What follows belongs to an exercise in optimizing a design on an open flow for small area; a production flow would make more cautious choices. Where RTL was checked, it was by simulation tests only, not by an equivalence proof against the original. Power figures rest on the tool's default switching activity, not on a simulated workload.

wip/juniper:
// dmem_responder
module dmem_responder (
    input  logic                   clk,
    input  logic                   rst,
    input  logic                   req_valid,
    output logic                   req_ready,
    input  logic                   req_we,
    input  logic [31:0]            req_addr,
    input  logic [31:0]            req_wdata,
    input  logic [3:0]             req_be,
    output logic                   rsp_valid,
    input  logic                   rsp_ready,
    output logic [31:0]            rsp_rdata,
    output logic                   rsp_err,
    output logic [15:0]            test_value
);
    localparam int N  = 63;    
    localparam int WP = 5;     
    localparam int RT = 3;     
    localparam logic [2:0] ST_IDLE = 3'd0;
    localparam logic [2:0] ST_W2   = 3'd1;
    localparam logic [2:0] ST_W1   = 3'd2;
    localparam logic [2:0] ST_W0   = 3'd3;
    localparam logic [2:0] ST_RESP = 3'd4;
    logic [2:0]  st;
  ...
Size: roughly 3300 cells after synthesis, about 0.051 sq mm of cells after synthesis.
==> flow/config.mk <==
export PLATFORM = sky130hd
export DESIGN_NAME = dmem_responder
export DESIGN_NICKNAME = dmem_responder
export VERILOG_FILES = /design/flow/design.v
export SDC_FILE = /design/flow/constraint.sdc
export NUM_CORES = 4
export LEC_CHECK = 0
export CAP_MARGIN = 20
export CORE_MARGIN = 2
export CORE_UTILIZATION = 65
export PLACE_DENSITY = 0.8
export SLEW_MARGIN = 20
==> flow/constraint.sdc <==
create_clock -name core_clock -period 5.0 [get_ports {clk}]
set_input_delay 1.0000 -clock core_clock [delete_from_list [all_inputs] [get_ports {clk}]]
set_output_delay 1.0000 -clock core_clock [all_outputs]
set_load 0.01 [all_outputs]
standard.sh (not shown) runs the stock make flow with config.mk's settings and CLKGATE_MAP_FILE= SYNTH_SCRIPT=/design/flow/synth_recipe.tcl, a recipe that flattens the netlist after the stock synthesis.
==> flow/flow/run.sh <==
#!/bin/bash
# Own layout flow:
#  1. the standard synthesis of the RTL (design.v), which names the flip-flops;
#  3. an area re-map of the remaining combinational logic with ABC (flip-flops and hm_ cells
#     kept as they are);
#  4. the standard layout, with buf_1 port buffers and a clock tree built from larger sink
#     clusters without dummy loads.
set -euo pipefail
W=$PWD
R=$W/orfs/results/$FLOW_PLATFORM/dmem_responder/base

bash standard.sh synth > "$W/synth.log" 2>&1
cp "$R/1_2_yosys.v" "$W/standard_synth.v"

sed "s#^export VERILOG_FILES = .*#export VERILOG_FILES = $W/flow/struct.sv#" config.mk > config_struct.mk
SRC=$W/standard_synth.v
if make -C "$FLOW_HOME" DESIGN_CONFIG="$W/config_struct.mk" WORK_HOME="$W/orfs_struct" \
     CLKGATE_MAP_FILE= SYNTH_SCRIPT="$W/synth_recipe.tcl" synth > "$W/struct_synth.log" 2>&1 &&
   python3 flow/names.py "$W/standard_synth.v" \
     "$W/orfs_struct/results/$FLOW_PLATFORM/dmem_responder/base/1_2_yosys.v" "$W/struct_synth.v" \
     > "$W/names.log" 2>&1; then
  SRC=$W/struct_synth.v
fi
echo "re-map input: $SRC" > "$W/source.log"

FLOW_HOME=$FLOW_HOME FLOW_TOP=$FLOW_TOP bash flow/remap.sh "$SRC" "$W/remapped.v" > "$W/remap.log" 2>&1
cp "$W/remapped.v" "$R/1_2_yosys.v"
touch "$R/1_2_yosys.v"

bash standard.sh \
  "BUFFER_PORTS_ARGS=-buffer_cell sky130_fd_sc_hd__buf_1" \
  "CTS_ARGS=-sink_clustering_enable -repair_clock_nets -dont_use_dummy_load -sink_clustering_size 30 -sink_clustering_max_diameter 60" \
  finish > "$W/layout.log" 2>&1
Other scripts of this flow, unchanged in this note and not shown: flow/flow/names.py, flow/flow/remap.sh, flow/flow/struct.sv
Inputs modified between wip/juniper and wip/harbor:
Settings: PLACE_DENSITY now 0.7, was 0.8; CORE_UTILIZATION now 40, was 65.
Findings:
wip/harbor finished end to end and its layout was clean on timing, DRC and antenna.
wip/harbor has largest incremental delay on the critical path below what wip/juniper had.
Taking wip/juniper as the reference, in wip/harbor number of buffer and inverter instances along the worst setup path +1; global-route wire length before repair +about 1.6%; clock network fraction of design power ~0 delta; cell count +620; area overhead of the layout relative to synthesis +1.5 points.
Inputs modified between wip/harbor and wip/willow:
Settings: swapping 0.7 for 0.8 in PLACE_DENSITY.
Summary of wip/willow over wip/harbor: total power per unit cell area saw a decrease, internal power contribution saw a decrease, share of the clock period used by the worst path saw a decrease, via count saw an increase.
Both conditions hold for wip/willow: the flow ran to the end and the final layout passed the timing, design-rule and antenna checks.

========
dmem_responder, a different RTL version from the one above (not shown whole).
For scale: roughly 4800 cells after synthesis, ~2100 flip-flops, roughly 120 I/O pins, ~0.058 mm² of cells after synthesis.
make LEC_CHECK=0 CAP_MARGIN=20 CORE_MARGIN=2 CORE_UTILIZATION=60 CTS_BUF_LIST=sky130_fd_sc_hd__clkbuf_4 GPL_TIMING_DRIVEN=0 SLEW_MARGIN=20 finish   # period 5.0 ns
run.sh (not shown) runs the stock make flow with config.mk's settings and CLKGATE_MAP_FILE= SYNTH_SCRIPT=/design/flow/synth_recipe.tcl, a recipe that flattens the netlist after the stock synthesis.
Stock flow here: none of the scripts above is used.
The first run reached the layout checks and failed them: setup timing.
==> next run, changes <==
CORE_UTILIZATION = 40   (was 60)
CTS_BUF_LIST = unset   (was sky130_fd_sc_hd__clkbuf_4)
GPL_TIMING_DRIVEN = unset   (was 0)
- This time the run went through all stages and came out clean
- hold slack loses 0.11 ns
- worst setup slack gains 1.1 ns
- core utilization fell by 24 points
- die area rose by 49%
- first-iteration DRC count fell by 30%
No run of this note included a check of the RTL's function; only the layout flow was run.

========
Another version of the RTL of dmem_responder (not shown whole).
For scale: roughly 3200 cells after synthesis, ~51000 um2 of cells after synthesis.
Settings: LEC_CHECK=0, CAP_MARGIN=20, CORE_MARGIN=2, CORE_UTILIZATION=40, PLACE_DENSITY=0.8, SLEW_MARGIN=20; clock period 5.0 ns.
standard.sh (not shown) runs the stock make flow with config.mk's settings and CLKGATE_MAP_FILE= SYNTH_SCRIPT=/design/flow/synth_recipe.tcl, a recipe that flattens the netlist after the stock synthesis.
Scripts as last shown in full above: flow/flow/run.sh
Other scripts of this flow, unchanged in this note and not shown: flow/flow/names.py, flow/flow/remap.sh, flow/flow/struct.sv
Then changed:
SETUP_SLACK_MARGIN = 0.3   (was default)
Routed wire length is lower by 0.94%.
Global-route usage hardly moves.
Setup slack gains 0.25 ns.
Power is lower by 0.81%.
Final area is higher by 0.33%.
Die area is unchanged.
First-iteration DRC count is higher by 2.2%.

==> what the ideal ports hide <==
Ports are ideal in the flow. The routed layouts listed here were re-timed in OpenROAD. Step 1 sets driving cells, clkbuf_16 on the clock port and buf_2 on the other inputs (assumed; they add their load-dependent delay and slew). Step 2 times the ports against the registers' clock, not the clock port: input delays grow and output delays shrink by t, the midpoint of the rising clock arrivals with the driver on. Three values: no drivers, after step 1, after step 2; two values: the first two.
| run | shift t [ns] | setup WS [ns] | worst setup path at the end | worst register clock-pin slew, ns |
|---|---|---|---|---|
| wip/juniper | 0.722 | 1.196 / 1.196 / 1.196 | register to register | 0.11 / 0.11 |
| wip/harbor | 0.711 | 1.010 / 1.010 / 1.010 | register to register | 0.11 / 0.11 |
| wip/willow | 0.734 | 1.101 / 1.101 / 1.101 | register to register | 0.11 / 0.11 |
| the first run of note 2 | 1.325 | -0.134 / -0.134 / -0.134 | register to register | 0.08 / 0.08 |
| the second run of note 2 | 0.869 | 0.919 / 0.919 / 0.919 | register to register | 0.07 / 0.07 |
| the first run of note 3 | 0.728 | 0.105 / 0.029 / 0.417 | input to output | 0.11 / 0.11 |
| the second run of note 3 | 0.709 | 0.351 / 0.280 / 0.734 | input to output | 0.11 / 0.11 |
